Source: an optimization exercise on an open RTL-to-GDS flow (aim: a short achievable clock period and few clock cycles per item). Production flows keep margins and buffers that such runs may drop.
In this exercise RTL edits were held to simulation tests only and were not proved equivalent to the original.
Power and IR drop assume default switching activity.

### flow/design.v
package cache_pkg;
    localparam int word_bits = 32;
    localparam int addr_bits = 30;
    localparam int offset_bits    = 2;
    localparam int index_bits     = 3;
    localparam int tag_bits       = addr_bits - index_bits - offset_bits;
    localparam int num_lines      = 1 << index_bits;
    localparam int words_per_line = 1 << offset_bits;
    localparam int line_bits      = word_bits * words_per_line;
    localparam int line_addr_bits = addr_bits - offset_bits;
    typedef union packed {
        struct packed {
            logic [tag_bits-1:0]    tag;
            logic [index_bits-1:0]  index;
            logic [offset_bits-1:0] offset;
        } parts;
        struct packed {
            logic [line_addr_bits-1:0] line_addr;
            logic [offset_bits-1:0]    offset;
        } line;
    } word_addr_u;
    typedef enum logic [1:0] {
        lookup,
        write_back,
        refill,
        done
    } ctrl_state_e;
endpackage
`timescale 1ns/100ps
module cache_top (
    input  logic                                 clk,
    input  logic                                 proc_reset,
    input  logic                                 proc_read,
    input  logic                                 proc_write,
    input  logic [cache_pkg::addr_bits-1:0]      proc_addr,
    input  logic [cache_pkg::word_bits-1:0]      proc_wdata,
    output logic                                 proc_stall,
    output logic [cache_pkg::word_bits-1:0]      proc_rdata,
    output logic                                 mem_read,
    output logic                                 mem_write,
    output logic [cache_pkg::line_addr_bits-1:0] mem_addr,
    input  logic [cache_pkg::line_bits-1:0]      mem_rdata,
    output logic [cache_pkg::line_bits-1:0]      mem_wdata,
    input  logic                                 mem_ready
);
    localparam int NL = cache_pkg::num_lines;
    localparam int TB = cache_pkg::tag_bits;
    localparam int WB = cache_pkg::word_bits;
    localparam int LB = cache_pkg::line_bits;
    typedef enum logic [1:0] {
        st_idle,
        st_wb,
        st_fill,
        st_done
    } state_e;
    logic [LB-1:0] data_mem [NL];
    logic [TB-1:0] tag_mem  [NL];
    logic [NL-1:0] valid_bits;
    logic [NL-1:0] dirty_bits;
    state_e        state;
    logic [29:0]   a_q;
    logic          wr_q;
    logic [WB-1:0] wd_q;
    logic          hit_q;
    logic [2:0]    idx;
    logic [1:0]    off;
    logic [TB-1:0] tag;
    logic          req;
    assign idx = proc_addr[4:2];
    assign off = proc_addr[1:0];
    assign tag = proc_addr[29:5];
    assign req = proc_read || proc_write;
    logic [NL-1:0] tag_eq;
    always_comb
        for (int i = 0; i < NL; i++)
            tag_eq[i] = (tag_mem[i] == tag);
    logic hit, vd, start;
    assign hit   = valid_bits[idx] && tag_eq[idx];
    assign vd    = valid_bits[idx] && dirty_bits[idx];
    assign start = (state == st_idle) && req;
    logic [LB-1:0] cur_line;
    assign cur_line = data_mem[idx];
    logic [2:0] idx_q;
    logic [1:0] off_q;
    assign idx_q = a_q[4:2];
    assign off_q = a_q[1:0];
    logic fill;
    assign fill = (state == st_fill) && mem_ready;
    always_ff @(posedge clk or posedge proc_reset) begin
        if (proc_reset) begin
            state      <= st_idle;
            proc_stall <= 1'b1;
            mem_read   <= 1'b0;
            mem_write  <= 1'b0;
        end else begin
            case (state)
                st_idle: begin
                    if (req) begin
                        if (hit) begin
                            state      <= st_done;
                            proc_stall <= 1'b0;
                        end else if (vd) begin
                            state      <= st_wb;
                            mem_write  <= 1'b1;
                        end else begin
                            state      <= st_fill;
                            mem_read   <= 1'b1;
                        end
                    end
                end
                st_wb: begin
                    if (mem_ready) begin
                        state     <= st_fill;
                        mem_write <= 1'b0;
                        mem_read  <= 1'b1;
                    end
                end
                st_fill: begin
                    if (mem_ready) begin
                        state      <= st_done;
                        mem_read   <= 1'b0;
                        proc_stall <= 1'b0;
                    end
                end
                default: begin
                    state      <= st_idle;
                    proc_stall <= 1'b1;
                end
            endcase
        end
    end
    always_ff @(posedge clk) begin
        if (start) begin
            a_q   <= proc_addr;
            wr_q  <= proc_write;
            wd_q  <= proc_wdata;
            hit_q <= hit;
            proc_rdata <= cur_line[off*WB +: WB];
            mem_addr   <= vd ? {tag_mem[idx], idx} : proc_addr[29:2];
            mem_wdata  <= cur_line;
        end else if (state == st_wb && mem_ready) begin
            mem_addr   <= a_q[29:2];
        end else if (fill) begin
            proc_rdata <= mem_rdata[off_q*WB +: WB];
        end
    end
    logic word_we;
    assign word_we = (state == st_done) && hit_q && wr_q;
    always_ff @(posedge clk or posedge proc_reset) begin
        if (proc_reset) begin
            valid_bits <= '0;
            dirty_bits <= '0;
        end else if (fill) begin
            valid_bits[idx_q] <= 1'b1;
            dirty_bits[idx_q] <= wr_q;
        end else if (word_we) begin
            dirty_bits[idx_q] <= 1'b1;
        end
    end
    logic [LB-1:0] fill_line;
    always_comb begin
        fill_line = mem_rdata;
        if (wr_q)
            fill_line[off_q*WB +: WB] = wd_q;
    end
    always_ff @(posedge clk) begin
        if (fill) begin
            data_mem[idx_q] <= fill_line;
            tag_mem[idx_q]  <= a_q[29:5];
        end else if (word_we) begin
            data_mem[idx_q][off_q*WB +: WB] <= wd_q;
        end
    end
endmodule
### flow/run.sh
#!/bin/bash
# synth_recipe.tcl (not shown) runs the flow's synth.tcl, then flattens the netlist and writes it again
# the make line also repeats each setting of config.mk as NAME=value (left out here)
make -C /OpenROAD-flow-scripts/flow DESIGN_CONFIG=/design/flow/config.mk WORK_HOME=/design/flow/orfs CLKGATE_MAP_FILE= SYNTH_SCRIPT=/design/flow/synth_recipe.tcl finish
### flow/config.mk
export PLATFORM = sky130hd
export DESIGN_NAME = cache_top
export DESIGN_NICKNAME = cache_top
export VERILOG_FILES = /design/flow/design.v
export SDC_FILE = /design/flow/constraint.sdc
export NUM_CORES = 4
export LEC_CHECK = 0
export ABC_CLOCK_PERIOD_IN_PS = 2000
export CAP_MARGIN = 20
export CORE_MARGIN = 2
export CORE_UTILIZATION = 40
export SETUP_SLACK_MARGIN = 3.5
export SLEW_MARGIN = 20
### flow/constraint.sdc
create_clock -name core_clock -period 6.0 [get_ports {clk}]
set_input_delay 1.2000 -clock core_clock [delete_from_list [all_inputs] [get_ports {clk}]]
set_output_delay 1.2000 -clock core_clock [all_outputs]
set_load 0.01 [all_outputs]
==> results of run 1 <==
[how the worst max path moves through the flow]
stage / start / to / slack [ns] / depth (start not counted)
after floorplan: proc_write / a_q[0] / 1.10 / 4
after global placement: proc_addr[2] / proc_rdata[7] / 1.51 / 8
after detailed placement: proc_addr[2] / proc_rdata[7] / 1.51 / 8
after CTS: mem_wdata[52] / mem_wdata[52] / 3.17 / 1
after global routing: proc_rdata[4] / proc_rdata[4] / 3.12 / 1
final: proc_rdata[4] / proc_rdata[4] / 3.13 / 1
[cells in the mapped netlist, types with 4 or more instances]
master    count  share of area [%]
nand3_1      10              0.082
a21o_1        9               0.11
clkbuf_1     79               0.48
nand4_1      34               0.35
o21ai_0      89               0.73
a31oi_1       8              0.082
nor3_1       14               0.11
a22o_1      127                1.8
xnor2_1     117                1.7
ha_1         14               0.29
nor2_1       62               0.38
dfrtp_1      20               0.82
inv_1        10              0.061
buf_4        24               0.29
nand2_1     101               0.62
xor2_1       85                1.2
buf_6         7               0.13
mux2_2      163                3.0
nor4_1       22               0.22
a21oi_1      22               0.18
or3_1         4              0.041
edfxtp_1   1476                 72
buf_2        64               0.52
mux4_2      342                 13
mux2i_1      92                1.5
buf_1        10              0.061
[area by class of cell]
| type | count | area, um2 | share of cell area (%) |
|---|---|---|---|
| Sequential cell | 1497 | 44900 | 57.3 |
| Multi-Input combinational cell | 1359 | 18600 | 23.7 |
| Timing Repair Buffer | 690 | 7140 | 9.11 |
| Clock buffer | 194 | 4170 | 5.33 |
| Tap cell | 2030 | 2540 | 3.24 |
| Clock inverter | 86 | 1000 | 1.28 |
| Inverter | 11 | 48.8 | 0.0623 |
| Antenna cell | 9 | 22.5 | 0.0288 |
[per-layer routing]
layer	GRT usage, %	wire (um)
met2	44.8	106000
met1	36.6	82600
met5	0	189
met4	8.83	8830
met3	7.32	24700
[layout by cell type, fill, tap and decap left out, types with 34 or more instances in the layout]
cell and n:
clkdlybuf4s50_1 161, buf_12 45, buf_6 79, o21ai_0 46, xnor2_1 93, mux4_2 342, mux2i_1 39, buf_2 146
buf_4 195, clkbuf_16 170, edfxtp_1 1476, mux2_4 48, mux2_2 115, nor2_4 51, nand2_1 92, mux2i_4 46
a22o_4 122, xor2_1 76, nand4_1 34
[sequential cells by signal, summed over array words and instances, names as in the netlist, 2 cells and up]
register / flops
state: 2
wd_q: 32
mem_wdata: 128
mem_addr: 28
proc_rdata: 32
valid_bits: 8
tag_mem: 200
dirty_bits: 8
a_q: 30
data_mem: 1024
[what timing repair did]
action	4_1_cts	5_1_grt
pin swaps	65	29
resized for setup	1283	152
setup endpoints to repair	2688	1307
hold endpoints to repair	0	0
cloned	30	10
buffers inserted	124	47
[power by group through the flow]
stage | Combinational [mW] | Clock [mW] | Sequential, mW
after floorplan | 2.89 | 0 | 14.2
final | 6.91 | 9.86 | 14.2
after global placement | 5.83 | 0 | 14.4
after CTS | 6.47 | 9.95 | 14.2
after global routing | 7.12 | 10.3 | 14.3
after detailed placement | 5.88 | 0 | 14.4
[cell families (layout without fill, tap and decap cells)]
| logic type | after synthesis | after routing | synth area share (%) |
|---|---|---|---|
| multiplexers | 597 | 597 | 17.0 |
| adder cells (fa/ha/maj) | 14 | 14 | 0.285 |
| buffers and inverters | 195 | 981 | 1.56 |
| flip-flops | 1497 | 1497 | 73.1 |
| XOR/XNOR | 202 | 202 | 2.88 |
| AND/OR/NAND/NOR | 262 | 269 | 1.97 |
| other | 0 | 9 | 0 |
| AO/OA/AOI/OAI | 277 | 277 | 3.21 |
==> impl_metrics.toml, run 1 <==
[layout]
area_growth_pct = 27.6
final_util_pct = 51.5
drive_above_1_share_pct = 41.3
fillers = 12100
fin_nets = 3928
fin_area_um2 = 78300
finalNonFillerCells = 5876

[power_and_ir_drop]
leakagePower_nw = 26.1
powerDensity_nw_per_um2 = 395
p_clk_share_pct = 31.8
p_seq_share_pct = 45.8
p_int_mw = 21.7
power.switching_mw = 9.32
p_sw_share_pct = 30.1
vdd_drop_max_v = 0.000330
comb_power_share_pct = 22.3
finalPower_mw = 31.0

[timing]
worstMarginPinSlew_ns = 1.08
fin_hold_ws_ns = 0.460
period_share_pct = 47.8
setup_viol = 0
setup_slack_ns = 3.13
slew-limit-headroom_pct = 28.3
hold_viol = 0
drv_slew = 0
period_minus_slack_ns = 2.87
tns_ns = 0
fmax_mhz = 348
grt_setup_unrepaired = "yes"
finClkSkew_ns = 0.0378

[die]
die_y_um = 396
num_rows = 143
io_pins = 386
core_area_um2 = 152000
die_w_um = 396
start_util_pct = 40.4
die-area_um2 = 157000

[setup_path]
reg2reg_to = "data_mem[4][117]"
required_ns = 4.80
slowest_delay_ns = 0.65
reg2reg_setup_slack_ns = 3.48
critPathBufInv = 1
critical_path_class = "reg2out"
ff2ff_path_depth = 11
crit_path_top_delay_cell = "edfxtp_1"
worst-path-max-fanout = 1
crit_path_cell_trace = "buf_2"
critPathTopFamily = "flip-flops"
rr_startpoint = "state[1]"
end_kind = "output pin"
cp_data_arrival_time_ns = 1.67
startpoint_type = "flip-flop"

[logic_synthesis]
netlist_instances = 3044
syn_area_um2 = 61400
synth-edff-count = 1476
syn_area_per_cell_um2 = 20.2
synth_nets = 3253
yosysWarnings = 1
synth_seq_area_share_pct = 73.1
ys.flop_type = "edfxtp_1"
ys_types = 49
ys_async_sr_fraction_pct = 1.40
ys_seq_elements = 1497

[placed_design]
place_area_um2 = 69300
gp_congestion = 0.999
dp_cells = 5376
place_hpwl_mm = 137
io_buffers = 385
preCtsSetupSlack_ns = 1.51

[grt]
grt_pass1_vias = 34200
antenna_found_initial = 33
overflow = 0
grt_max_degree = 68
gr-usage-all-layers_pct = 27.7
grt_pass1_wl_mm = 294

[clock_tree]
cts_buffers = 160
h-tree-depth = 4
cts_hold_buffers = 0
cts_tree = "yes"
cts_root_buffer = "clkbuf_16"
clock_latency_ns = 0.80
clkTransAtPathRegs_ns = 0.06
clk_path_buf_depth = 3
numClockSinks = 1497

[detailed_routing]
wirelength_mm = 222
drtPass1Iterations = 6
num_vias = 35600
drc_errors = 0
final_antenna_net_count = 0
drtIter0Drc = 5228
viasPerCell = 6.06
avgRoutedWirePerCell_um = 37.9

[hold_path]
min_path_cells = 1
hold_end = "valid_bits[3]"
hold_path_startpoint = "valid_bits[3]"
min_path_type = "reg2reg"

[run_status]
status = "complete, no violations"

[job]
timing.max_cap.violations = 0
Testbench counts, summed over its fixed seeds: cycles 49,844, requests 12,000.
==> run 2: changes to the inputs <==
==> flow/design.v (replaced) <==
package cache_pkg;
    localparam int word_bits = 32;
    localparam int addr_bits = 30;
    localparam int offset_bits    = 2;
    localparam int index_bits     = 3;
    localparam int tag_bits       = addr_bits - index_bits - offset_bits;
    localparam int num_lines      = 1 << index_bits;
    localparam int words_per_line = 1 << offset_bits;
    localparam int line_bits      = word_bits * words_per_line;
    localparam int line_addr_bits = addr_bits - offset_bits;
    typedef union packed {
        struct packed {
            logic [tag_bits-1:0]    tag;
            logic [index_bits-1:0]  index;
            logic [offset_bits-1:0] offset;
        } parts;
        struct packed {
            logic [line_addr_bits-1:0] line_addr;
            logic [offset_bits-1:0]    offset;
        } line;
    } word_addr_u;
    typedef enum logic [1:0] {
        lookup,
        write_back,
        refill,
        done
    } ctrl_state_e;
endpackage
`timescale 1ns/100ps
module cache_top (
    input  logic                                 clk,
    input  logic                                 proc_reset,
    input  logic                                 proc_read,
    input  logic                                 proc_write,
    input  logic [cache_pkg::addr_bits-1:0]      proc_addr,
    input  logic [cache_pkg::word_bits-1:0]      proc_wdata,
    output logic                                 proc_stall,
    output logic [cache_pkg::word_bits-1:0]      proc_rdata,
    output logic                                 mem_read,
    output logic                                 mem_write,
    output logic [cache_pkg::line_addr_bits-1:0] mem_addr,
    input  logic [cache_pkg::line_bits-1:0]      mem_rdata,
    output logic [cache_pkg::line_bits-1:0]      mem_wdata,
    input  logic                                 mem_ready
);
    localparam int NL = cache_pkg::num_lines;
    localparam int TB = cache_pkg::tag_bits;
    localparam int WB = cache_pkg::word_bits;
    localparam int LB = cache_pkg::line_bits;
    logic [LB-1:0] data_mem [NL];
    logic [TB-1:0] tag_mem  [NL];
    logic [NL-1:0] valid_bits;
    logic [NL-1:0] dirty_bits;
    logic          busy;      
    logic          done;
    logic          hit_wr;    
    logic [2:0]    idx;
    logic [1:0]    off;
    logic [TB-1:0] tag;
    logic          req;
    assign idx = proc_addr[4:2];
    assign off = proc_addr[1:0];
    assign tag = proc_addr[29:5];
    assign req = proc_read || proc_write;
    logic [NL-1:0] tag_eq;
    always_comb
        for (int i = 0; i < NL; i++)
            tag_eq[i] = (tag_mem[i] == tag);
    logic hit, vd, start;
    assign hit   = valid_bits[idx] && tag_eq[idx];
    assign vd    = valid_bits[idx] && dirty_bits[idx];
    assign start = req && !busy && !done;
    assign done = !proc_stall;
    logic fill;
    assign fill = mem_read && mem_ready;
    always_ff @(posedge clk or posedge proc_reset) begin
        if (proc_reset) begin
            busy       <= 1'b0;
            proc_stall <= 1'b1;
            mem_read   <= 1'b0;
            mem_write  <= 1'b0;
            hit_wr     <= 1'b0;
        end else begin
            proc_stall <= !((start && hit) || fill);
            hit_wr     <= start && hit && proc_write;
            if (start && !hit) begin
                busy      <= 1'b1;
                mem_write <= vd;
                mem_read  <= !vd;
            end else if (mem_write && mem_ready) begin
                mem_write <= 1'b0;
                mem_read  <= 1'b1;
            end else if (fill) begin
                busy      <= 1'b0;
                mem_read  <= 1'b0;
            end
        end
    end
    logic [LB-1:0] cur_line;
    assign cur_line = data_mem[idx];
    always_ff @(posedge clk) begin
        proc_rdata <= mem_read ? mem_rdata[off*WB +: WB] : cur_line[off*WB +: WB];
        mem_wdata  <= cur_line;
        mem_addr   <= ((start && vd) || (mem_write && !mem_ready)) ? {tag_mem[idx], idx}
                                                                  : proc_addr[29:2];
    end
    logic word_we;
    assign word_we = done && hit_wr;
    always_ff @(posedge clk or posedge proc_reset) begin
        if (proc_reset) begin
            valid_bits <= '0;
            dirty_bits <= '0;
        end else if (fill) begin
            valid_bits[idx] <= 1'b1;
            dirty_bits[idx] <= proc_write;
        end else if (word_we) begin
            dirty_bits[idx] <= 1'b1;
        end
    end
    logic [LB-1:0] fill_line;
    always_comb begin
        fill_line = mem_rdata;
        if (proc_write)
            fill_line[off*WB +: WB] = proc_wdata;
    end
    always_ff @(posedge clk) begin
        if (fill) begin
            data_mem[idx] <= fill_line;
            tag_mem[idx]  <= tag;
        end else if (word_we) begin
            data_mem[idx][off*WB +: WB] <= proc_wdata;
        end
    end
endmodule
==> impl_metrics.toml, run 2 <==
[layout]
fin_nets = 4284
mostFrequentLayoutCells = "1224 x edfxtp_1, 330 x a22oi_1, 268 x buf_4"
final_common_cell = "edfxtp_1"
largest_reg_flops = 1024
fillers = 10400
multi_input_area_um2 = 16100
seq_area_um2 = 41300
area_growth_pct = 37.7
drive_above_1_share_pct = 39.2
reg.largest.list = "data_mem: 1024 flops, tag_mem: 200 flops, mem_wdata: 128 flops"
final_util_pct = 55.5
regMostFlops = "data_mem"

[grt]
grt_pass1_wl_mm = 303
grt_pass1_vias = 36300
grt_max_degree = 38
gr-usage-all-layers_pct = 31.5
antenna_found_initial = 7
overflow = 0

[detailed_routing]
num_vias = 38300
drc_errors = 0
drtIter0Drc = 5952
drtPass1Iterations = 7
avgRoutedWirePerCell_um = 38.4
final_antenna_net_count = 0
viasPerCell = 6.39
wirelength_mm = 230

[logic_synthesis]
synth_area_leader_cell = "edfxtp_1"
syn_area_um2 = 54600
synth_seq_area_share_pct = 75.1
synth_nets = 3435
ys_seq_elements = 1433
ys_async_sr_fraction_pct = 1.47
netlist_instances = 3230
ys.flop_type = "edfxtp_1"
synth_commonest_cells = "1224 x edfxtp_1, 424 x a22oi_1, 201 x xnor2_1, 188 x dfxtp_1, 183 x a22o_1"
synth_top_cell_area_share_pct = 67.3
syn_area_per_cell_um2 = 16.9
synth-edff-count = 1224
ys_types = 56
yosysWarnings = 1
yosysMostFrequentCell = "edfxtp_1"
netlist_top_cells_area = "edfxtp_1 67%, dfxtp_1 6.9%, a22oi_1 5.8%, xnor2_1 3.2%, a22o_1 2.9%"

[setup_path]
ff2ff_path_depth = 5
critical_path_class = "in2reg"
cp_data_arrival_time_ns = 3.42
required_ns = 6.68
reg2reg_to = "proc_rdata[16]"
end_kind = "flip-flop"
worst-path-max-fanout = 8
rr_startpoint = "mem_read"
crit_path_start = "proc_addr[4]"
startpoint_type = "primary input"
reg2reg_setup_slack_ns = 3.43
cp-endpoint = "proc_rdata[27]"

[placed_design]
io_buffers = 385
preCtsSetupSlack_ns = 1.45
gp_congestion = 0.946
place_hpwl_mm = 119

[timing]
setup_viol = 0
drv_slew = 0
grt_setup_unrepaired = "yes"
period_minus_slack_ns = 2.74
worstMarginPinSlew_ns = 1.09
finClkSkew_ns = 0.0256
slew-limit-headroom_pct = 26.9
tns_ns = 0
hold_viol = 0
fmax_mhz = 365
setup_slack_ns = 3.26
period_share_pct = 45.6

[clock_tree]
clk_path_buf_depth = 3
cts_buffers = 150
cts_root_buffer = "clkbuf_16"
cts_tree = "yes"
h-tree-depth = 4
clock_latency_ns = 0.80
clkTransAtPathRegs_ns = 0.06
numClockSinks = 1433

[job]
timing.max_cap.violations = 0

[run_status]
status = "complete, no violations"

[die]
io_pins = 386
die-area_um2 = 140000
die_w_um = 374
num_rows = 135
start_util_pct = 40.3
die_y_um = 374
core_area_um2 = 135000

[hold_path]
min_path_type = "reg2reg"

[power_and_ir_drop]
leakagePower_nw = 25.6
powerDensity_nw_per_um2 = 328
vdd_drop_max_v = 0.000230
[run 2: cells by family after synthesis]
kind of cell | share of synthesized area, %
AO/OA/AOI/OAI | 11.7
adder cells (fa/ha/maj) | 0.229
XOR/XNOR | 3.24
multiplexers | 3.97
AND/OR/NAND/NOR | 3.93
flip-flops | 75.1
buffers and inverters | 1.84
[run 2: critical path, cell delays in order]
cell and delay, ns:
buf_16 0.09, buf_12 0.11, buf_6 0.10, nor3_4 0.05
buf_12 0.15, buf_8 0.13, buf_16 0.16, buf_12 0.16
a22oi_2 0.18, nand4_1 0.22, mux4_2 0.56, mux2_4 0.27
[run 2: repair_timing]
item / CTS / global route
resized for setup: 1490 / 261
gates cloned: 72 / 23
hold buffers: 0 / 0
buffers inserted: 256 / 81
endpoints found under the setup margin: 2604 / 1169
pin swaps: 138 / 127
[run 2: power breakdown]
group / internal [mW] / switching (mW) / leakage (nW)
sequential: 11.4 / 0.299 / 12.9
combinational: 1.59 / 2.11 / 10.3
clock: 5.30 / 3.96 / 2.35
total: 18.3 / 6.37 / 25.6
[run 2: how the worst min path moves through the flow]
| stage | depth (start not counted) | slack [ns] | startpoint | to |
|---|---|---|---|---|
| final | 1 | 0.45 | valid_bits[7] | valid_bits[7] |
| after global routing | 1 | 0.47 | valid_bits[3] | valid_bits[3] |
| after CTS | 1 | 0.46 | valid_bits[7] | valid_bits[7] |
| after detailed placement | 1 | 0.44 | valid_bits[7] | valid_bits[7] |
| after global placement | 1 | 0.44 | valid_bits[1] | valid_bits[1] |
| after floorplan | 1 | 0.42 | valid_bits[2] | valid_bits[2] |
[run 2: through the flow]
step | hold slack (ns) | instances | cell area, um2 | power, mW
final | 0.455 | 5987 | 75200 | 24.7
after global routing | 0.467 | 5985 | 75200 | 25.2
after CTS | 0.457 | 5881 | 73100 | 24.3
after detailed placement | 0.444 | 5276 | 62400 | 14.7
after global placement | 0.437 | 5276 | 62400 | 14.7
after floorplan | 0.423 | 3230 | 56700 | 13.2
[run 2: final cells by class]
type	instances	area share, %
timing repair buffer	901	14.0
tap	1781	2.96
clock buffer	227	5.75
antenna	2	0.00665
multi-input combinational	1581	21.5
timing repair inverter	3	0.0449
clock inverter	50	0.653
inverter	9	0.198
sequential	1433	54.9
[run 2: per-layer routing]
layer	global-route usage (%)	wire [um]	vias to the layer above
li1	-	-	15000
met2	47.5	104000	3034
met4	14.6	12300	4
met1	41.4	82300	19600
met5	0	27	-
met3	10.0	31500	615
Testbench counts of run 2, summed over its fixed seeds: cycles 49,844, requests 12,000.
==> run 3: changes to the inputs <==
--- a/flow/design.v
+++ b/flow/design.v
@@ -70,17 +70,18 @@
     assign hit   = valid_bits[idx] && tag_eq[idx];
     assign vd    = valid_bits[idx] && dirty_bits[idx];
     assign start = req && !busy && !done;
-    assign done = !proc_stall;
     logic fill;
     assign fill = mem_read && mem_ready;
     always_ff @(posedge clk or posedge proc_reset) begin
         if (proc_reset) begin
             busy       <= 1'b0;
+            done       <= 1'b0;
             proc_stall <= 1'b1;
             mem_read   <= 1'b0;
             mem_write  <= 1'b0;
             hit_wr     <= 1'b0;
         end else begin
+            done       <= (start && hit) || fill;
             proc_stall <= !((start && hit) || fill);
             hit_wr     <= start && hit && proc_write;
             if (start && !hit) begin
==> flow/flow/run.sh (new file) <==
#!/bin/bash
set -uo pipefail
bash standard.sh MATCH_CELL_FOOTPRINT=0 "BUFFER_PORTS_ARGS=-buffer_cell sky130_fd_sc_hd__buf_4" finish > flow_make.log 2>&1
rc=$?
cp -r orfs/logs flow_logs 2>/dev/null
exit $rc
==> flow/standard.sh (new file) <==
#!/bin/bash
# synth_recipe.tcl (not shown) runs the flow's synth.tcl, then flattens the netlist and writes it again
# the make line also repeats each setting of config.mk as NAME=value (left out here)
make -C /OpenROAD-flow-scripts/flow DESIGN_CONFIG=/design/flow/config.mk WORK_HOME=/design/flow/orfs CLKGATE_MAP_FILE= SYNTH_SCRIPT=/design/flow/synth_recipe.tcl "${@:-finish}"
removed: flow/run.sh
==> impl_metrics.toml, run 3 <==
[logic_synthesis]
syn_area_um2 = 54000
synth_commonest_cells = "1224 x edfxtp_1, 620 x a22oi_1, 188 x dfxtp_1, 176 x nand4_1, 155 x nor2_1"
syn_area_per_cell_um2 = 16.9
ys.flop_type = "edfxtp_1"
yosysWarnings = 1
yosysMostFrequentCell = "edfxtp_1"
ys_types = 48
ys_async_sr_fraction_pct = 1.53
synth_seq_area_share_pct = 76.0
synth_top_cell_area_share_pct = 68.0
netlist_top_cells_area = "edfxtp_1 68%, a22oi_1 8.6%, dfxtp_1 7.0%, mux4_2 2.7%, xor2_1 2.0%"
synth_nets = 3401
netlist_instances = 3196
synth_area_leader_cell = "edfxtp_1"
synth-edff-count = 1224
ys_seq_elements = 1434

[timing]
period_share_pct = 45.9
slew-limit-headroom_pct = 34.5
finClkSkew_ns = 0.0488
tns_ns = 0
hold_viol = 0
fmax_mhz = 363
fin_hold_ws_ns = 0.455
drv_slew = 0
period_minus_slack_ns = 2.75
worstMarginPinSlew_ns = 0.979
setup_viol = 0
grt_setup_unrepaired = "yes"

[die]
die_y_um = 372
io_pins = 386
start_util_pct = 40.4
core_area_um2 = 134000
die-area_um2 = 138000
die_w_um = 372
num_rows = 134

[clock_tree]
cts_buffers = 152
numClockSinks = 1434
clk_path_buf_depth = 3
cts_root_buffer = "clkbuf_16"
cts_tree = "yes"
h-tree-depth = 4
clock_latency_ns = 0.81
clkTransAtPathRegs_ns = 0.06
cts_hold_buffers = 0

[layout]
largest_reg_flops = 1024
reg.largest.list = "data_mem: 1024 flops, tag_mem: 200 flops, mem_wdata: 128 flops"
fillers = 10600
mostFrequentLayoutCells = "1224 x edfxtp_1, 514 x buf_4, 505 x a22oi_1"
regMostFlops = "data_mem"
seq_area_um2 = 41400
area_growth_pct = 33.4
final_common_cell = "edfxtp_1"
drive_above_1_share_pct = 40.2
fin_nets = 4154
multi_input_area_um2 = 15000

[hold_path]
min_path_cells = 1
min_path_type = "reg2reg"
hold_path_startpoint = "valid_bits[7]"
hold_end = "valid_bits[7]"

[setup_path]
cp_data_arrival_time_ns = 1.55
critical_path_class = "reg2out"
end_kind = "output pin"
reg2reg_setup_slack_ns = 3.51
reg2reg_to = "data_mem[0][72]"
required_ns = 4.80
rr_startpoint = "mem_read"
worst-path-max-fanout = 2
ff2ff_path_depth = 11
startpoint_type = "flip-flop"

[grt]
antenna_found_initial = 18
gr-usage-all-layers_pct = 30.6
grt_pass1_wl_mm = 288
grt_max_degree = 56
overflow = 0
grt_pass1_vias = 34200

[detailed_routing]
drc_errors = 0
final_antenna_net_count = 0
num_vias = 37800
wirelength_mm = 228
drtPass1Iterations = 6
viasPerCell = 6.46
drtIter0Drc = 6471
avgRoutedWirePerCell_um = 39.0

[run_status]
status = "complete, no violations"

[power_and_ir_drop]
leakagePower_nw = 24.6
powerDensity_nw_per_um2 = 343
vdd_drop_max_v = 0.000241

[placed_design]
place_hpwl_mm = 115
gp_congestion = 0.864
io_buffers = 385

[job]
timing.max_cap.violations = 0
-- run 3: metal layers --
| layer | track usage [%] | up-vias | routed length (um) |
|---|---|---|---|
| met5 | 0 | - | 164 |
| met4 | 12.1 | 22 | 12000 |
| met3 | 10.1 | 593 | 33400 |
| met2 | 44.6 | 3189 | 97800 |
| met1 | 42.3 | 19300 | 84600 |
| li1 | - | 14700 | - |
-- run 3: cell type report --
type                       count  area share (%)
inverter                       7           0.151
multi-input combinational   1564            20.9
clock inverter                59           0.965
tap                         1768            3.07
timing repair inverter         4          0.0625
timing repair buffer         786            11.5
sequential                  1434            57.4
antenna                        3          0.0104
clock buffer                 225            5.99
-- run 3: worst max-delay path, cell delays in order (launching register included) --
cell,delay [ns]
dfrtp_4,0.49
buf_12,0.15
buf_6,0.12
-- run 3: through the flow --
stage / cell area, um2 / power [mW] / cells / utilization (%) / setup WS [ns]
global placement: 60600 / 14.6 / 5201 / 45.3 / 1.75
finish: 72100 / 24.7 / 5850 / 53.9 / 3.25
global route: 72100 / 25.3 / 5849 / 53.9 / 3.21
floorplan: 56100 / 13.2 / 3196 / - / 3.13
detailed placement: 60600 / 14.6 / 5201 / 45.3 / 1.72
CTS: 69200 / 24.4 / 5695 / 51.7 / 3.21
-- run 3: power by group --
part / switching [mW] / leakage, nW / internal, mW / total [mW]
logic: 2.17 / 9.19 / 1.44 / 3.61
clock network: 4.04 / 2.43 / 5.36 / 9.39
registers: 0.322 / 12.9 / 11.4 / 11.7
total: 6.53 / 24.6 / 18.2 / 24.7
-- run 3: how the worst max path moves through the flow --
stage	depth (start not counted)	endpoint	slack, ns	start
after global routing	2	mem_read	3.21	mem_read
after floorplan	10	mem_addr[10]	3.13	proc_addr[4]
after global placement	9	proc_rdata[8]	1.75	proc_addr[4]
after CTS	2	mem_read	3.21	mem_read
final	2	mem_read	3.25	mem_read
after detailed placement	9	proc_rdata[7]	1.72	proc_addr[4]
-- run 3: what timing repair did --
action / in CTS / in global routing
setup endpoints to repair: 2542 / 865
endpoints found under the hold margin: 0 / 0
pin swaps: 72 / 150
gates resized for setup: 452 / 261
buffers inserted: 153 / 109
cloned: 57 / 43
-- run 3: cells by family after synthesis --
group	synth area share [%]
flip-flops	76.0
AO/OA/AOI/OAI	11.3
AND/OR/NAND/NOR	4.11
buffers and inverters	1.83
XOR/XNOR	3.27
multiplexers	3.29
adder cells (fa/ha/maj)	0.232
Testbench counts of run 3, summed over its fixed seeds: cycles 49,844, requests 12,000.
==> run 4: changes to the inputs <==
--- a/flow/design.v
+++ b/flow/design.v
@@ -70,39 +70,51 @@
     assign hit   = valid_bits[idx] && tag_eq[idx];
     assign vd    = valid_bits[idx] && dirty_bits[idx];
     assign start = req && !busy && !done;
+    logic wb;     
+    logic rd;     
     logic fill;
-    assign fill = mem_read && mem_ready;
+    assign fill = rd && mem_ready;
+    logic done_n, wb_n, rd_n;
+    always_comb begin
+        done_n = (start && hit) || fill;
+        wb_n   = wb;
+        rd_n   = rd;
+        if (start && !hit) begin
+            wb_n = vd;
+            rd_n = !vd;
+        end else if (wb && mem_ready) begin
+            wb_n = 1'b0;
+            rd_n = 1'b1;
+        end else if (fill) begin
+            rd_n = 1'b0;
+        end
+    end
     always_ff @(posedge clk or posedge proc_reset) begin
         if (proc_reset) begin
-            busy       <= 1'b0;
-            done       <= 1'b0;
-            proc_stall <= 1'b1;
-            mem_read   <= 1'b0;
-            mem_write  <= 1'b0;
-            hit_wr     <= 1'b0;
+            busy   <= 1'b0;
+            done   <= 1'b0;
+            wb     <= 1'b0;
+            rd     <= 1'b0;
+            hit_wr <= 1'b0;
         end else begin
-            done       <= (start && hit) || fill;
-            proc_stall <= !((start && hit) || fill);
-            hit_wr     <= start && hit && proc_write;
-            if (start && !hit) begin
-                busy      <= 1'b1;
-                mem_write <= vd;
-                mem_read  <= !vd;
-            end else if (mem_write && mem_ready) begin
-                mem_write <= 1'b0;
-                mem_read  <= 1'b1;
-            end else if (fill) begin
-                busy      <= 1'b0;
-                mem_read  <= 1'b0;
-            end
+            busy   <= wb_n || rd_n;
+            done   <= done_n;
+            wb     <= wb_n;
+            rd     <= rd_n;
+            hit_wr <= start && hit && proc_write;
         end
+    end
+    always_ff @(posedge clk) begin
+        proc_stall <= proc_reset || !done_n;
+        mem_write  <= !proc_reset && wb_n;
+        mem_read   <= !proc_reset && rd_n;
     end
     logic [LB-1:0] cur_line;
     assign cur_line = data_mem[idx];
     always_ff @(posedge clk) begin
-        proc_rdata <= mem_read ? mem_rdata[off*WB +: WB] : cur_line[off*WB +: WB];
+        proc_rdata <= mem_ready ? mem_rdata[off*WB +: WB] : cur_line[off*WB +: WB];
         mem_wdata  <= cur_line;
-        mem_addr   <= ((start && vd) || (mem_write && !mem_ready)) ? {tag_mem[idx], idx}
+        mem_addr   <= ((start && vd) || (wb && !mem_ready)) ? {tag_mem[idx], idx}
                                                                   : proc_addr[29:2];
     end
     logic word_we;
==> impl_metrics.toml, run 4 <==
[setup_path]
critPathTopFamily = "multiplexers"
rr_startpoint = "tag_mem[3][19]"
end_kind = "flip-flop"
worst-path-max-fanout = 38
required_ns = 6.69
critical_path_class = "in2reg"
crit_path_top_delay_cell = "mux4_2"
ff2ff_path_depth = 8
reg2reg_setup_slack_ns = 3.46
startpoint_type = "primary input"
cp_data_arrival_time_ns = 3.45
crit_path_cell_trace = "buf_16 -> buf_4 -> nor3_4 -> buf_12 -> a22o_1 -> a221oi_1 -> nand3_2 -> mux4_2 -> mux2_2"
reg2reg_to = "busy"
slowest_delay_ns = 0.51
path_depth = 9
critPathBufInv = 3

[detailed_routing]
viasPerCell = 6.58
drc_errors = 0
drtPass1Iterations = 6
avgRoutedWirePerCell_um = 40.3
wl_met2_mm = 102
highest_layer = "met5"
wirelength_mm = 242
drtIter0Drc = 6324
met1_length_mm = 88.1
final_antenna_net_count = 0
num_vias = 39500
wl_met3_mm = 34.7

[timing]
hold_viol = 0
setup_slack_ns = 3.25
period_share_pct = 45.9
grt_setup_unrepaired = "yes"
finClkSkew_ns = 0.0293
tns_ns = 0
slew-limit-headroom_pct = 27.2
drv_slew = 0
fmax_mhz = 363
worstMarginPinSlew_ns = 1.09
setup_viol = 0
period_minus_slack_ns = 2.75

[layout]
regMostFlops = "data_mem"
reg.largest.list = "data_mem: 1024 flops, tag_mem: 200 flops, mem_wdata: 128 flops"
fin_area_um2 = 74600
mostFrequentLayoutCells = "1224 x edfxtp_1, 459 x buf_4, 288 x a22oi_1"
final_common_cell = "edfxtp_1"
drive_above_1_share_pct = 41.4
largest_reg_flops = 1024
fin_nets = 4272
area_growth_pct = 34.4

[hold_path]
min_path_cells = 1
hold_path_startpoint = "valid_bits[5]"
min_path_type = "reg2reg"
hold_end = "valid_bits[5]"

[placed_design]
io_buffers = 385
place_area_um2 = 62800
place_hpwl_mm = 137
preCtsSetupSlack_ns = 1.41
gp_congestion = 0.861

[die]
die_w_um = 377
die_y_um = 377
die-area_um2 = 142000
start_util_pct = 40.3
num_rows = 136
core_area_um2 = 138000
io_pins = 386

[power_and_ir_drop]
powerDensity_nw_per_um2 = 337
p_int_mw = 18.6
power.switching_mw = 6.51
finalPower_mw = 25.1
leakagePower_nw = 25.6
p_clk_share_pct = 39.4
p_seq_share_pct = 46.9
vdd_drop_max_v = 0.000212
comb_power_share_pct = 13.8
p_sw_share_pct = 25.9

[logic_synthesis]
ys_async_sr_fraction_pct = 1.46
synth_area_leader_cell = "edfxtp_1"
synth_seq_area_share_pct = 74.1
ys_types = 58
synth_nets = 3558
yosysMostFrequentCell = "edfxtp_1"
netlist_top_cells_area = "edfxtp_1 66%, dfxtp_1 6.9%, a22oi_1 4.4%, xnor2_1 3.2%, mux4_2 3.0%"
syn_area_per_cell_um2 = 16.6
ys_seq_elements = 1436
synth_top_cell_area_share_pct = 66.2
yosysWarnings = 1
syn_area_um2 = 55500
ys.flop_type = "edfxtp_1"
synth_commonest_cells = "1224 x edfxtp_1, 325 x a22oi_1, 201 x xnor2_1, 191 x dfxtp_1, 136 x nor2_1"
netlist_instances = 3353
synth-edff-count = 1224

[clock_tree]
h-tree-depth = 4
clkTransAtPathRegs_ns = 0.06
numClockSinks = 1436
clock_latency_ns = 0.81
cts_tree = "yes"
cts_root_buffer = "clkbuf_16"
cts_buffers = 152
clk_path_buf_depth = 3
cts_hold_buffers = 0

[grt]
grt_pass1_wl_mm = 320
grt_pass1_vias = 36800
grt_max_degree = 106
antenna_found_initial = 8
gr-usage-all-layers_pct = 33.3
overflow = 0

[job]
timing.max_cap.violations = 0

[run_status]
status = "complete, no violations"
[run 4: metal layers]
layer / track usage, % / up-vias
met5: 0 / -
met3: 10.5 / 642
met4: 19.4 / 8
met1: 44.5 / 20100
met2: 47.7 / 3525
li1: - / 15100
[run 4: how the worst max path moves through the flow]
stage / start / to / slack [ns]
final: proc_addr[2] / proc_rdata[25] / 3.25
after global routing: proc_addr[3] / proc_rdata[7] / 3.27
after CTS: proc_addr[3] / proc_rdata[25] / 3.34
after detailed placement: proc_addr[4] / data_mem[4][99] / 1.41
after global placement: proc_addr[4] / data_mem[4][99] / 1.47
after floorplan: proc_addr[3] / proc_rdata[7] / 2.90
[run 4: cell families (layout without fill, tap and decap cells)]
group	after synthesis	count (layout)	share of synthesized area [%]
compound gates	841	841	11.4
fa+ha+maj	10	10	0.225
xor+xnor	202	202	3.19
flops	1436	1436	74.1
buf+inv	246	1084	2.03
mux	194	194	5.39
other cells	0	5	0
simple gates	424	431	3.66
[run 4: power groups by stage]
stage | Sequential, mW | Combinational (mW) | Clock [mW]
3_3_place_gp | 11.9 | 2.71 | 0
5_1_grt | 11.8 | 3.54 | 10.3
3_5_place_dp | 11.9 | 2.73 | 0
4_1_cts | 11.8 | 3.24 | 9.91
6_report | 11.8 | 3.46 | 9.89
2_1_floorplan | 11.9 | 1.34 | 0
[run 4: final cells by class]
class                           count  area [um2]
Antenna cell                        5        12.5
Clock buffer                      208        4250
Clock inverter                     77         980
Fill cell                       10700       63100
Inverter                            9         133
Multi-Input combinational cell   1678       16900
Sequential cell                  1436       41400
Tap cell                         1794        2240
Timing Repair Buffer              785        8600
Timing Repair inverter              5        61.3
[run 4: metrics by stage]
| step | hold WS, ns | util, % | cells |
|---|---|---|---|
| finish | 0.450 | 54.2 | 5997 |
| global route | 0.461 | 54.2 | 5995 |
| CTS | 0.453 | 53.1 | 5925 |
| detailed placement | 0.440 | 45.6 | 5401 |
| global placement | 0.434 | 45.6 | 5401 |
| floorplan | 0.423 | - | 3353 |
[run 4: worst register-to-register path, delay by kind of cell, from the launching register on]
| family | cells | cell delay (ns) |
|---|---|---|
| AND/OR/NAND/NOR | 4 | 0.94 |
| AO/OA/AOI/OAI | 2 | 0.57 |
| flip-flops | 1 | 0.48 |
| XOR/XNOR | 1 | 0.25 |
| buffers and inverters | 1 | 0.18 |
[run 4: what timing repair did]
item / in CTS / in global routing
gates resized for setup: 606 / 169
setup buffers: 187 / 56
gates cloned: 52 / 11
pin swaps: 113 / 72
endpoints found under the setup margin: 2531 / 888
Testbench counts of run 4, summed over its fixed seeds: cycles 49,844, requests 12,000.
==> run 5: changes to the inputs <==
--- a/flow/design.v
+++ b/flow/design.v
@@ -112,7 +112,7 @@
     logic [LB-1:0] cur_line;
     assign cur_line = data_mem[idx];
     always_ff @(posedge clk) begin
-        proc_rdata <= mem_ready ? mem_rdata[off*WB +: WB] : cur_line[off*WB +: WB];
+        proc_rdata <= rd ? mem_rdata[off*WB +: WB] : cur_line[off*WB +: WB];
         mem_wdata  <= cur_line;
         mem_addr   <= ((start && vd) || (wb && !mem_ready)) ? {tag_mem[idx], idx}
                                                                   : proc_addr[29:2];
@@ -130,18 +130,19 @@
             dirty_bits[idx] <= 1'b1;
         end
     end
-    logic [LB-1:0] fill_line;
+    logic [LB-1:0] new_line;
     always_comb begin
-        fill_line = mem_rdata;
-        if (proc_write)
-            fill_line[off*WB +: WB] = proc_wdata;
+        for (int k = 0; k < 4; k++)
+            new_line[k*WB +: WB] = (rd && !(proc_write && off == 2'(k)))
+                                   ? mem_rdata[k*WB +: WB] : proc_wdata;
     end
     always_ff @(posedge clk) begin
-        if (fill) begin
-            data_mem[idx] <= fill_line;
-            tag_mem[idx]  <= tag;
-        end else if (word_we) begin
-            data_mem[idx][off*WB +: WB] <= proc_wdata;
+        for (int i = 0; i < NL; i++) begin
+            if (fill && idx == 3'(i))
+                tag_mem[i] <= tag;
+            for (int k = 0; k < 4; k++)
+                if ((fill || (word_we && off == 2'(k))) && idx == 3'(i))
+                    data_mem[i][k*WB +: WB] <= new_line[k*WB +: WB];
         end
     end
 endmodule
==> flow/flow/run.sh (replaced) <==
#!/bin/bash
set -uo pipefail
bash standard.sh MATCH_CELL_FOOTPRINT=0 \
  "BUFFER_PORTS_ARGS=-buffer_cell sky130_fd_sc_hd__buf_4" \
  "DONT_USE_CELLS=sky130_fd_sc_hd__probe_p_8 sky130_fd_sc_hd__probec_p_8 sky130_fd_sc_hd__lpflow_bleeder_1 sky130_fd_sc_hd__lpflow_clkbufkapwr_1 sky130_fd_sc_hd__lpflow_clkbufkapwr_16 sky130_fd_sc_hd__lpflow_clkbufkapwr_2 sky130_fd_sc_hd__lpflow_clkbufkapwr_4 sky130_fd_sc_hd__lpflow_clkbufkapwr_8 sky130_fd_sc_hd__lpflow_clkinvkapwr_1 sky130_fd_sc_hd__lpflow_clkinvkapwr_16 sky130_fd_sc_hd__lpflow_clkinvkapwr_2 sky130_fd_sc_hd__lpflow_clkinvkapwr_4 sky130_fd_sc_hd__lpflow_clkinvkapwr_8 sky130_fd_sc_hd__lpflow_decapkapwr_12 sky130_fd_sc_hd__lpflow_decapkapwr_3 sky130_fd_sc_hd__lpflow_decapkapwr_4 sky130_fd_sc_hd__lpflow_decapkapwr_6 sky130_fd_sc_hd__lpflow_decapkapwr_8 sky130_fd_sc_hd__lpflow_inputiso0n_1 sky130_fd_sc_hd__lpflow_inputiso0p_1 sky130_fd_sc_hd__lpflow_inputiso1n_1 sky130_fd_sc_hd__lpflow_inputiso1p_1 sky130_fd_sc_hd__lpflow_inputisolatch_1 sky130_fd_sc_hd__lpflow_isobufsrc_1 sky130_fd_sc_hd__lpflow_isobufsrc_16 sky130_fd_sc_hd__lpflow_isobufsrc_2 sky130_fd_sc_hd__lpflow_isobufsrc_4 sky130_fd_sc_hd__lpflow_isobufsrc_8 sky130_fd_sc_hd__lpflow_isobufsrckapwr_16 sky130_fd_sc_hd__lpflow_lsbuf_lh_hl_isowell_tap_1 sky130_fd_sc_hd__lpflow_lsbuf_lh_hl_isowell_tap_2 sky130_fd_sc_hd__lpflow_lsbuf_lh_hl_isowell_tap_4 sky130_fd_sc_hd__lpflow_lsbuf_lh_isowell_4 sky130_fd_sc_hd__lpflow_lsbuf_lh_isowell_tap_1 sky130_fd_sc_hd__lpflow_lsbuf_lh_isowell_tap_2 sky130_fd_sc_hd__lpflow_lsbuf_lh_isowell_tap_4  sky130_fd_sc_hd__mux4_1 sky130_fd_sc_hd__mux4_2 sky130_fd_sc_hd__mux4_4" \
  finish > flow_make.log 2>&1
rc=$?
cp -r orfs/logs flow_logs 2>/dev/null
exit $rc
==> impl_metrics.toml, run 5 <==
[detailed_routing]
wl_met2_mm = 97.4
met1_length_mm = 82.5
drtPass1Iterations = 13
viasPerCell = 6.32
avgRoutedWirePerCell_um = 36.3
drtIter0Drc = 6820
num_vias = 37800
wirelength_mm = 217
drc_errors = 0
wl_met3_mm = 28.6
highest_layer = "met5"
final_antenna_net_count = 0

[clock_tree]
clk_path_buf_depth = 3
cts_hold_buffers = 0
cts_tree = "yes"
cts_root_buffer = "clkbuf_16"
h-tree-depth = 4
numClockSinks = 1436
clock_latency_ns = 0.84
clkTransAtPathRegs_ns = 0.06
cts_buffers = 153

[die]
core_area_um2 = 138000
start_util_pct = 40.4
die_w_um = 377
num_rows = 136
die-area_um2 = 142000
die_y_um = 377
io_pins = 386

[setup_path]
worst-path-max-fanout = 9
end_kind = "flip-flop"
rr_startpoint = "rd"
crit_path_start = "proc_addr[2]"
cp_data_arrival_time_ns = 3.67
required_ns = 6.71
startpoint_type = "primary input"
critical_path_class = "in2reg"

[power_and_ir_drop]
finalPower_mw = 26.9
leakagePower_nw = 24.3
p_int_mw = 19.2
p_clk_share_pct = 35.2
powerDensity_nw_per_um2 = 378
vdd_drop_max_v = 0.000255
p_seq_share_pct = 45.7
p_sw_share_pct = 28.8
comb_power_share_pct = 19.1
power.switching_mw = 7.76

[logic_synthesis]
synth_seq_area_share_pct = 73.8
syn_area_um2 = 55700
ys_async_sr_fraction_pct = 1.46
yosysWarnings = 3
ys.flop_type = "edfxtp_1"
ys_seq_elements = 1436
netlist_top_cells_area = "edfxtp_1 66%, dfxtp_1 6.9%, a222oi_1 4.6%, mux2i_1 3.1%, mux2_2 2.9%"
netlist_instances = 3477
syn_area_per_cell_um2 = 16.0
yosysMostFrequentCell = "edfxtp_1"
synth-edff-count = 1224
synth_commonest_cells = "1224 x edfxtp_1, 256 x a222oi_1, 230 x a21oi_1, 196 x nor2_1, 191 x dfxtp_1"
synth_top_cell_area_share_pct = 66.0
synth_nets = 3678
ys_types = 58
synth_area_leader_cell = "edfxtp_1"

[grt]
grt_pass1_wl_mm = 294
gr-usage-all-layers_pct = 30.0
overflow = 0
antenna_found_initial = 11
grt_max_degree = 57
grt_pass1_vias = 36300

[layout]
largest_reg_flops = 1024
final_util_pct = 51.7
mostFrequentLayoutCells = "1224 x edfxtp_1, 361 x buf_4, 256 x a222oi_1"
fin_nets = 4258
area_growth_pct = 28.0
final_common_cell = "edfxtp_1"
reg.largest.list = "data_mem: 1024 flops, tag_mem: 200 flops, mem_wdata: 128 flops"
drive_above_1_share_pct = 35.0
regMostFlops = "data_mem"

[timing]
slew-limit-headroom_pct = 31.7
period_share_pct = 49.3
period_minus_slack_ns = 2.96
worstMarginPinSlew_ns = 1.02
grt_setup_unrepaired = "yes"
drv_slew = 0
fmax_mhz = 338
finClkSkew_ns = 0.0435
setup_viol = 0
tns_ns = 0
setup_slack_ns = 3.04
hold_viol = 0
fin_hold_ws_ns = 0.448

[hold_path]
hold_path_startpoint = "valid_bits[0]"
min_path_type = "reg2reg"

[run_status]
status = "complete, no violations"

[placed_design]
io_buffers = 385
preCtsSetupSlack_ns = 1.39
gp_congestion = 0.906
place_hpwl_mm = 130

[job]
timing.max_cap.violations = 0
run 5: cell types whose count changed after synthesis, sizes merged, moves of 91 or more:
| cell | previous run | this run |
|---|---|---|
| a222oi | 1 | 256 |
| xnor2 | 201 | 108 |
| xor2 | 1 | 92 |
| a22o | 129 | 5 |
| a221oi | 122 | 5 |
| a21oi | 81 | 232 |
| mux2i | 40 | 175 |
| a22oi | 325 | 107 |
run 5: final timing paths:
| check | endpoint | slack [ns] | cells past startpoint |
|---|---|---|---|
| setup / recovery | proc_rdata[0] | 3.04 | 13 |
| setup reg to reg | proc_rdata[7] | 3.30 | 7 |
| max in group asynchronous | rd | 4.78 | 2 |
| min in group asynchronous | dirty_bits[6] | 0.58 | 2 |
| hold reg to reg | valid_bits[0] | 0.45 | 1 |
| hold / removal | valid_bits[0] | 0.45 | 1 |
run 5: cell families (layout without fill, tap and decap cells):
logic type / count (synthesis) / count (layout) / share of synthesized area [%]
and+or+nand+nor: 411 / 420 / 3.24
AOI/OAI and AO/OA: 836 / 836 / 11.3
other: 0 / 4 / 0
adders and majority gates: 6 / 6 / 0.135
DFF: 1436 / 1436 / 73.8
muxes: 316 / 316 / 6.00
buffers and inverters: 272 / 976 / 2.35
xor gates and xnor gates: 200 / 200 / 3.15
run 5: metrics by stage:
stage          instances  cell area, um2
6_report            5988           71300
5_1_grt             5984           71200
4_1_cts             5957           70700
3_5_place_dp        5509           61600
3_3_place_gp        5509           61600
2_1_floorplan       3477           57000
run 5: routing by layer:
metal | vias up | global-route usage, %
met5 | - | 0
met4 | 8 | 11.7
met3 | 438 | 8.27
met2 | 2941 | 45.6
met1 | 19200 | 40.8
li1 | 15200 | -
run 5: final cells by class:
type | instances | area (um2)
Timing Repair Buffer | 670 | 7280
Sequential cell | 1436 | 41500
Clock inverter | 79 | 896
Multi-Input combinational cell | 1778 | 15100
Clock buffer | 209 | 4160
Inverter | 18 | 110
Fill cell | 11200 | 66600
Tap cell | 1794 | 2240
Antenna cell | 4 | 10.0
run 5: what timing repair did:
action                     in CTS  in global routing
resized for setup             634                 60
setup endpoints to repair    2593                988
gates cloned                   33                  5
setup buffers                 127                 22
pin swaps                      88                 21
run 5: worst max-delay path, cell delays in order:
cell and delay [ns]:
buf_16 0.12, inv_8 0.04, ha_4 0.22, buf_8 0.15
or4_4 0.62, buf_12 0.21, buf_12 0.17, nor2_1 0.08
a21oi_1 0.08, mux2i_1 0.19, nor2_2 0.08, a221oi_4 0.35
o21ai_1 0.11
run 5: power by group through the flow:
stage                     clock (mW)  sequential [mW]  combinational (mW)
after floorplan                    0             12.3                2.29
after global placement             0             12.5                4.12
after detailed placement           0             12.5                4.15
after CTS                       9.53             12.3                4.89
after global routing            9.92             12.3                5.27
final                           9.46             12.3                5.14
Testbench counts of run 5, summed over its fixed seeds: cycles 49,844, requests 12,000.
==> run 6: changes to the inputs <==
--- a/flow/design.v
+++ b/flow/design.v
@@ -112,7 +112,7 @@
     logic [LB-1:0] cur_line;
     assign cur_line = data_mem[idx];
     always_ff @(posedge clk) begin
-        proc_rdata <= rd ? mem_rdata[off*WB +: WB] : cur_line[off*WB +: WB];
+        proc_rdata <= mem_ready ? mem_rdata[off*WB +: WB] : cur_line[off*WB +: WB];
         mem_wdata  <= cur_line;
         mem_addr   <= ((start && vd) || (wb && !mem_ready)) ? {tag_mem[idx], idx}
                                                                   : proc_addr[29:2];
@@ -130,19 +130,18 @@
             dirty_bits[idx] <= 1'b1;
         end
     end
-    logic [LB-1:0] new_line;
+    logic [LB-1:0] fill_line;
     always_comb begin
-        for (int k = 0; k < 4; k++)
-            new_line[k*WB +: WB] = (rd && !(proc_write && off == 2'(k)))
-                                   ? mem_rdata[k*WB +: WB] : proc_wdata;
+        fill_line = mem_rdata;
+        if (proc_write)
+            fill_line[off*WB +: WB] = proc_wdata;
     end
     always_ff @(posedge clk) begin
-        for (int i = 0; i < NL; i++) begin
-            if (fill && idx == 3'(i))
-                tag_mem[i] <= tag;
-            for (int k = 0; k < 4; k++)
-                if ((fill || (word_we && off == 2'(k))) && idx == 3'(i))
-                    data_mem[i][k*WB +: WB] <= new_line[k*WB +: WB];
+        if (fill) begin
+            data_mem[idx] <= fill_line;
+            tag_mem[idx]  <= tag;
+        end else if (word_we) begin
+            data_mem[idx][off*WB +: WB] <= proc_wdata;
         end
     end
 endmodule
--- a/flow/config.mk
+++ b/flow/config.mk
@@ -8,6 +8,6 @@
 export ABC_CLOCK_PERIOD_IN_PS = 2000
 export CAP_MARGIN = 20
 export CORE_MARGIN = 2
-export CORE_UTILIZATION = 40
+export CORE_UTILIZATION = 55
 export SETUP_SLACK_MARGIN = 3.5
 export SLEW_MARGIN = 20
==> impl_metrics.toml, run 6 <==
[run_status]
status = "complete, no violations"

[logic_synthesis]
synth_xor_area_share_pct = 3.15
synth_seq_area_share_pct = 73.2
ys_seq_elements = 1436
ys_async_sr_fraction_pct = 1.46
synth_nets = 3834
netlist_instances = 3629
syn_area_per_cell_um2 = 15.5
ys_types = 66
synth-compound-area-share_pct = 12.6
synth-edff-count = 1224
synth_simple_gate_area_share_pct = 4.87
netlist_top_cells_area = "edfxtp_1 65%, dfxtp_1 6.8%, a22oi_1 4.5%, xor2_1 3.1%, mux2_2 2.1%"
syn_area_um2 = 56100
yosys-mux-area-fraction_pct = 3.53
yosysWarnings = 1
ys.flop_type = "edfxtp_1"
yosysMostFrequentCell = "edfxtp_1"
synthAdderAreaFrac_pct = 0.223
synth_commonest_cells = "1224 x edfxtp_1, 336 x a22oi_1, 224 x nor2_1, 198 x xor2_1, 191 x dfxtp_1"
synth_top_family_by_area = "compound AO/OA/AOI/OAI gates"
synth_top_cell_area_share_pct = 65.5
synth_area_leader_cell = "edfxtp_1"

[placed_design]
io_buffers = 385
gp_congestion = 0.957
place_hpwl_mm = 135

[setup_path]
required_ns = 6.61
end_kind = "flip-flop"
startpoint_type = "primary input"
ff2ff_path_depth = 7
worst-path-max-fanout = 20
critical_path_class = "in2reg"
rr_startpoint = "tag_mem[3][10]"
cp_data_arrival_time_ns = 3.32
reg2reg_setup_slack_ns = 3.45
reg2reg_to = "busy"

[layout]
final_common_cell = "edfxtp_1"
drive_above_1_share_pct = 36.2
regMostFlops = "data_mem"
fin_nets = 4484
fillers = 6496
mostFrequentLayoutCells = "1224 x edfxtp_1, 537 x buf_4, 318 x a22oi_1"
reg.largest.list = "data_mem: 1024 flops, tag_mem: 200 flops, mem_wdata: 128 flops"
area_growth_pct = 30.5
largest_reg_flops = 1024

[detailed_routing]
wirelength_mm = 237
drtPass1Iterations = 6
final_antenna_net_count = 0
viasPerCell = 7.12
avgRoutedWirePerCell_um = 41.1
num_vias = 41100
drc_errors = 0
drtIter0Drc = 6857

[clock_tree]
h-tree-depth = 4
numClockSinks = 1436
clock_latency_ns = 0.78
clk_path_buf_depth = 3
clkTransAtPathRegs_ns = 0.06
cts_buffers = 151
cts_tree = "yes"
cts_root_buffer = "clkbuf_16"

[die]
die-area_um2 = 105000
die_y_um = 323
io_pins = 386
die_w_um = 323
start_util_pct = 55.3
core_area_um2 = 101000
num_rows = 117

[timing]
fmax_mhz = 370
finClkSkew_ns = 0.0304
period_share_pct = 45.1
setup_viol = 0
hold_viol = 0
grt_setup_unrepaired = "yes"
slew-limit-headroom_pct = 26.9
worstMarginPinSlew_ns = 1.10
tns_ns = 0
drv_slew = 0
period_minus_slack_ns = 2.71

[grt]
grt_pass1_vias = 38700
grt_pass1_wl_mm = 311
grt_max_degree = 85
antenna_found_initial = 12
overflow = 0
gr-usage-all-layers_pct = 43.9

[power_and_ir_drop]
powerDensity_nw_per_um2 = 336
leakagePower_nw = 25.6
finalPower_mw = 24.6
vdd_drop_max_v = 0.000241

[hold_path]
min_path_cells = 1
hold_path_startpoint = "valid_bits[1]"
min_path_type = "reg2reg"
hold_end = "valid_bits[1]"

[job]
timing.max_cap.violations = 0
==> run 6: changes by cell type after synthesis, sizes merged, moves of 35 or more <==
cell,before,now
a21oi,232,93
a221oi,5,120
a222oi,256,1
a22o,5,126
a22oi,107,336
mux2,141,104
mux2i,175,81
nand4,35,70
o2111ai,45,0
o21a,39,1
xnor2,108,4
xor2,92,198
==> run 6: layout make-up <==
type,instances,area (um2),share of cell area [%]
Inverter,10,80.1,0.109
Antenna cell,1,2.50,0.00342
Multi-Input combinational cell,1927,17100,23.3
Timing Repair inverter,1,11.3,0.0154
Timing Repair Buffer,752,7950,10.9
Clock inverter,55,646,0.882
Sequential cell,1436,41300,56.4
Tap cell,1368,1710,2.34
Clock buffer,227,4460,6.09
==> run 6: worst max-delay path by stage <==
stage                  from               to  slack [ns]  cells past startpoint
6_report       proc_addr[3]   proc_rdata[14]        3.29                      8
5_1_grt        proc_addr[3]   proc_rdata[14]        3.28                      9
4_1_cts        proc_addr[0]  data_mem[5][80]        3.39                      7
3_5_place_dp   proc_addr[3]   proc_rdata[21]        1.41                      9
3_3_place_gp   proc_addr[4]   proc_rdata[24]        1.39                      8
2_1_floorplan  proc_addr[4]   data_mem[6][0]        2.97                      8
==> run 6: what timing repair did <==
item	4_1_cts	5_1_grt
pin swaps	74	79
resized for setup	362	138
hold buffers	0	0
setup buffers	124	99
endpoints found under the hold margin	0	0
gates cloned	30	20
endpoints found under the setup margin	2497	962
==> run 6: logic make-up (layout without fill, tap and decap cells) <==
group | count (synthesis) | after routing
adders and majority gates | 10 | 10
DFF | 1436 | 1436
AOI/OAI and AO/OA | 941 | 941
muxes | 185 | 185
and+or+nand+nor | 580 | 589
buffers and inverters | 275 | 1045
other | 0 | 1
xor gates and xnor gates | 202 | 202
==> run 6: power breakdown <==
| group | internal, mW | switching [mW] |
|---|---|---|
| Sequential | 11.4 | 0.265 |
| Combinational | 1.19 | 2.07 |
| Clock | 5.71 | 3.93 |
| Total | 18.3 | 6.26 |
==> run 6: layer usage <==
layer	part of all wire, %	GRT usage, %
met5	0.038	0
met2	43	64.7
met4	6.5	22.4
met1	35	58.7
met3	15	13.9
==> run 6: critical path: stages <==
cell and delay (ns):
clkbuf_16 0.15, buf_4 0.14, and3b_4 0.21, buf_12 0.14
buf_4 0.25, a221o_1 0.41, o211ai_1 0.60, a31oi_1 0.19
==> run 6: stage by stage <==
step	hold slack [ns]	setup WS, ns	cells	util (%)	cell area, um2
5_1_grt	0.469	3.28	5776	72.2	73200
4_1_cts	0.457	3.39	5657	70.3	71300
3_5_place_dp	0.445	1.41	5221	62.2	63100
3_3_place_gp	0.436	1.39	5221	62.2	63100
2_1_floorplan	0.422	2.97	3629	-	59600
6_report	0.454	3.29	5777	72.2	73200
Testbench counts of run 6, summed over its fixed seeds: cycles 49,844, requests 12,000.
==> run 7: changes to the inputs <==
--- a/flow/design.v
+++ b/flow/design.v
@@ -70,51 +70,39 @@
     assign hit   = valid_bits[idx] && tag_eq[idx];
     assign vd    = valid_bits[idx] && dirty_bits[idx];
     assign start = req && !busy && !done;
-    logic wb;     
-    logic rd;     
     logic fill;
-    assign fill = rd && mem_ready;
-    logic done_n, wb_n, rd_n;
-    always_comb begin
-        done_n = (start && hit) || fill;
-        wb_n   = wb;
-        rd_n   = rd;
-        if (start && !hit) begin
-            wb_n = vd;
-            rd_n = !vd;
-        end else if (wb && mem_ready) begin
-            wb_n = 1'b0;
-            rd_n = 1'b1;
-        end else if (fill) begin
-            rd_n = 1'b0;
-        end
-    end
+    assign fill = mem_read && mem_ready;
     always_ff @(posedge clk or posedge proc_reset) begin
         if (proc_reset) begin
-            busy   <= 1'b0;
-            done   <= 1'b0;
-            wb     <= 1'b0;
-            rd     <= 1'b0;
-            hit_wr <= 1'b0;
+            busy       <= 1'b0;
+            done       <= 1'b0;
+            proc_stall <= 1'b1;
+            mem_read   <= 1'b0;
+            mem_write  <= 1'b0;
+            hit_wr     <= 1'b0;
         end else begin
-            busy   <= wb_n || rd_n;
-            done   <= done_n;
-            wb     <= wb_n;
-            rd     <= rd_n;
-            hit_wr <= start && hit && proc_write;
+            done       <= (start && hit) || fill;
+            proc_stall <= !((start && hit) || fill);
+            hit_wr     <= start && hit && proc_write;
+            if (start && !hit) begin
+                busy      <= 1'b1;
+                mem_write <= vd;
+                mem_read  <= !vd;
+            end else if (mem_write && mem_ready) begin
+                mem_write <= 1'b0;
+                mem_read  <= 1'b1;
+            end else if (fill) begin
+                busy      <= 1'b0;
+                mem_read  <= 1'b0;
+            end
         end
-    end
-    always_ff @(posedge clk) begin
-        proc_stall <= proc_reset || !done_n;
-        mem_write  <= !proc_reset && wb_n;
-        mem_read   <= !proc_reset && rd_n;
     end
     logic [LB-1:0] cur_line;
     assign cur_line = data_mem[idx];
     always_ff @(posedge clk) begin
-        proc_rdata <= mem_ready ? mem_rdata[off*WB +: WB] : cur_line[off*WB +: WB];
+        proc_rdata <= mem_read ? mem_rdata[off*WB +: WB] : cur_line[off*WB +: WB];
         mem_wdata  <= cur_line;
-        mem_addr   <= ((start && vd) || (wb && !mem_ready)) ? {tag_mem[idx], idx}
+        mem_addr   <= ((start && vd) || (mem_write && !mem_ready)) ? {tag_mem[idx], idx}
                                                                   : proc_addr[29:2];
     end
     logic word_we;
==> impl_metrics.toml, run 7 <==
[run_status]
status = "complete, no violations"

[power_and_ir_drop]
p_int_mw = 18.0
p_clk_share_pct = 36.8
leakagePower_nw = 24.8
comb_power_share_pct = 15.4

[setup_path]
critical_path_class = "in2reg"
ff2ff_path_depth = 5
startpoint_type = "primary input"
cp_data_arrival_time_ns = 3.41
critPathTopFamily = "buffers and inverters"
crit_path_top_delay_cell = "o311ai_4"
crit_path_frequent_cell = "buf_12"
worst-path-max-fanout = 8
crit_path_cell_trace = "buf_16 -> buf_12 -> nor3_4 -> buf_6 -> buf_12 -> buf_12 -> buf_16 -> buf_12 -> a22oi_1 -> nand4_1 -> nor2_4 -> o311ai_4 -> o21a_1"
slowest_delay_ns = 0.40

[clock_tree]
cts_tree = "yes"
clkTransAtPathRegs_ns = 0.06
clock_latency_ns = 0.77
cts_hold_buffers = 0
numClockSinks = 1434
clk_path_buf_depth = 3
cts_buffers = 145
cts_root_buffer = "clkbuf_16"
h-tree-depth = 4

[logic_synthesis]
netlist_instances = 3374
synth-edff-count = 1224
synth_nets = 3579
ys_seq_elements = 1434
synth_commonest_cells = "1224 x edfxtp_1, 620 x a22oi_1, 188 x dfxtp_1, 176 x nand4_1, 126 x xor2_1"
netlist_top_cells_area = "edfxtp_1 67%, a22oi_1 8.5%, dfxtp_1 6.9%, xor2_1 2.0%, nand4_1 2.0%"
syn_area_per_cell_um2 = 16.2
synth_seq_area_share_pct = 75.0
synth_top_cell_area_share_pct = 67.1
ys.flop_type = "edfxtp_1"
syn_area_um2 = 54700
yosysMostFrequentCell = "edfxtp_1"
ys_types = 54

[detailed_routing]
avgRoutedWirePerCell_um = 40.2
wl_met3_mm = 34.6
drtPass1Iterations = 8
drtIter0Drc = 6169
final_antenna_net_count = 0
wirelength_mm = 222
viasPerCell = 7.01

[timing]
tns_ns = 0
hold_viol = 0
period_share_pct = 45.2
setup_viol = 0
grt_setup_unrepaired = "yes"
finClkSkew_ns = 0.0305
fmax_mhz = 369
period_minus_slack_ns = 2.71
worstMarginPinSlew_ns = 1.19

[die]
die_y_um = 320
die_w_um = 320
die-area_um2 = 102000
num_rows = 115
core_area_um2 = 98600

[layout]
regMostFlops = "data_mem"
area_growth_pct = 30.8
fin_nets = 4323
final_common_cell = "edfxtp_1"
final_util_pct = 72.6

[grt]
grt_pass1_vias = 36000
overflow = 0
grt_max_degree = 68

[placed_design]
io_buffers = 385
place_hpwl_mm = 126
preCtsSetupSlack_ns = 1.17

[job]
timing.max_cap.violations = 0

[hold_path]
min_path_cells = 1
run 7: cell count changes in the layout (fill, tap and decap cells not counted), sizes merged, moves of 74 or more:
cell	before	now
a21oi	93	19
a22oi	336	620
nor2	230	142
a221oi	120	3
nand4	70	176
run 7: stage by stage:
stage          cell area [um2]  power [mW]  instances  hold slack [ns]
2_1_floorplan            57100        13.2       3374            0.422
4_1_cts                  69600        24.3       5419            0.457
5_1_grt                  71600        25.1       5530            0.477
3_5_place_dp             61100        14.8       4909            0.440
3_3_place_gp             61000        14.8       4903            0.435
6_report                 71600        24.6       5536            0.458
run 7: kinds of logic (layout without fill, tap and decap cells):
logic type | Yosys count | after routing | share of synthesized area [%]
adders and majority gates | 10 | 10 | 0.229
other | 0 | 8 | 0
DFF | 1434 | 1434 | 75.0
and+or+nand+nor | 463 | 489 | 4.37
muxes | 126 | 126 | 2.51
xor gates and xnor gates | 202 | 202 | 3.23
AOI/OAI and AO/OA | 896 | 896 | 12.4
buffers and inverters | 243 | 1084 | 2.28
run 7: routing by layer:
layer  vias to the layer above  GRT usage, %
met4                        14          20.5
li1                      15200             -
met5                         -             0
met2                      3363          60.0
met1                     19600          56.9
met3                       603          16.0
run 7: worst reg2reg max path: cells and delay by family, from the launching register on:
family | cells | cell delay [ns]
flops | 1 | 0.56
buf+inv | 2 | 0.53
simple gates | 2 | 0.47
compound gates | 1 | 0.64
run 7: worst max-delay path by stage:
stage	startpoint	endpoint	cells past startpoint
after global placement	proc_addr[2]	proc_rdata[19]	10
after CTS	mem_read	mem_read	1
final	proc_addr[4]	proc_rdata[3]	13
after detailed placement	proc_addr[2]	proc_rdata[21]	10
after floorplan	proc_addr[0]	data_mem[0][65]	9
after global routing	mem_read	mem_read	1
run 7: layout make-up:
| class | instances | area [um2] | share of cell area [%] |
|---|---|---|---|
| sequential | 1434 | 41200 | 57.6 |
| multi-input combinational | 1723 | 15700 | 21.9 |
| timing repair buffer | 807 | 8280 | 11.6 |
| clock buffer | 208 | 4170 | 5.82 |
| tap | 1287 | 1610 | 2.25 |
| clock inverter | 62 | 572 | 0.799 |
| inverter | 7 | 63.8 | 0.0891 |
| antenna | 8 | 20.0 | 0.0280 |
run 7: repair_timing:
item,in CTS,in global routing
pin swaps,99,133
resized for setup,312,168
setup endpoints to repair,2455,426
buffers inserted,187,90
gates cloned,53,19
run 7: power groups by stage:
stage / clock network [mW] / registers (mW) / logic [mW]
4_1_cts: 9.05 / 11.8 / 3.46
3_5_place_dp: 0 / 12.0 / 2.85
5_1_grt: 9.45 / 11.8 / 3.84
3_3_place_gp: 0 / 12.0 / 2.80
2_1_floorplan: 0 / 11.8 / 1.39
6_report: 9.06 / 11.8 / 3.79
Testbench counts of run 7, summed over its fixed seeds: cycles 49,844, requests 12,000.
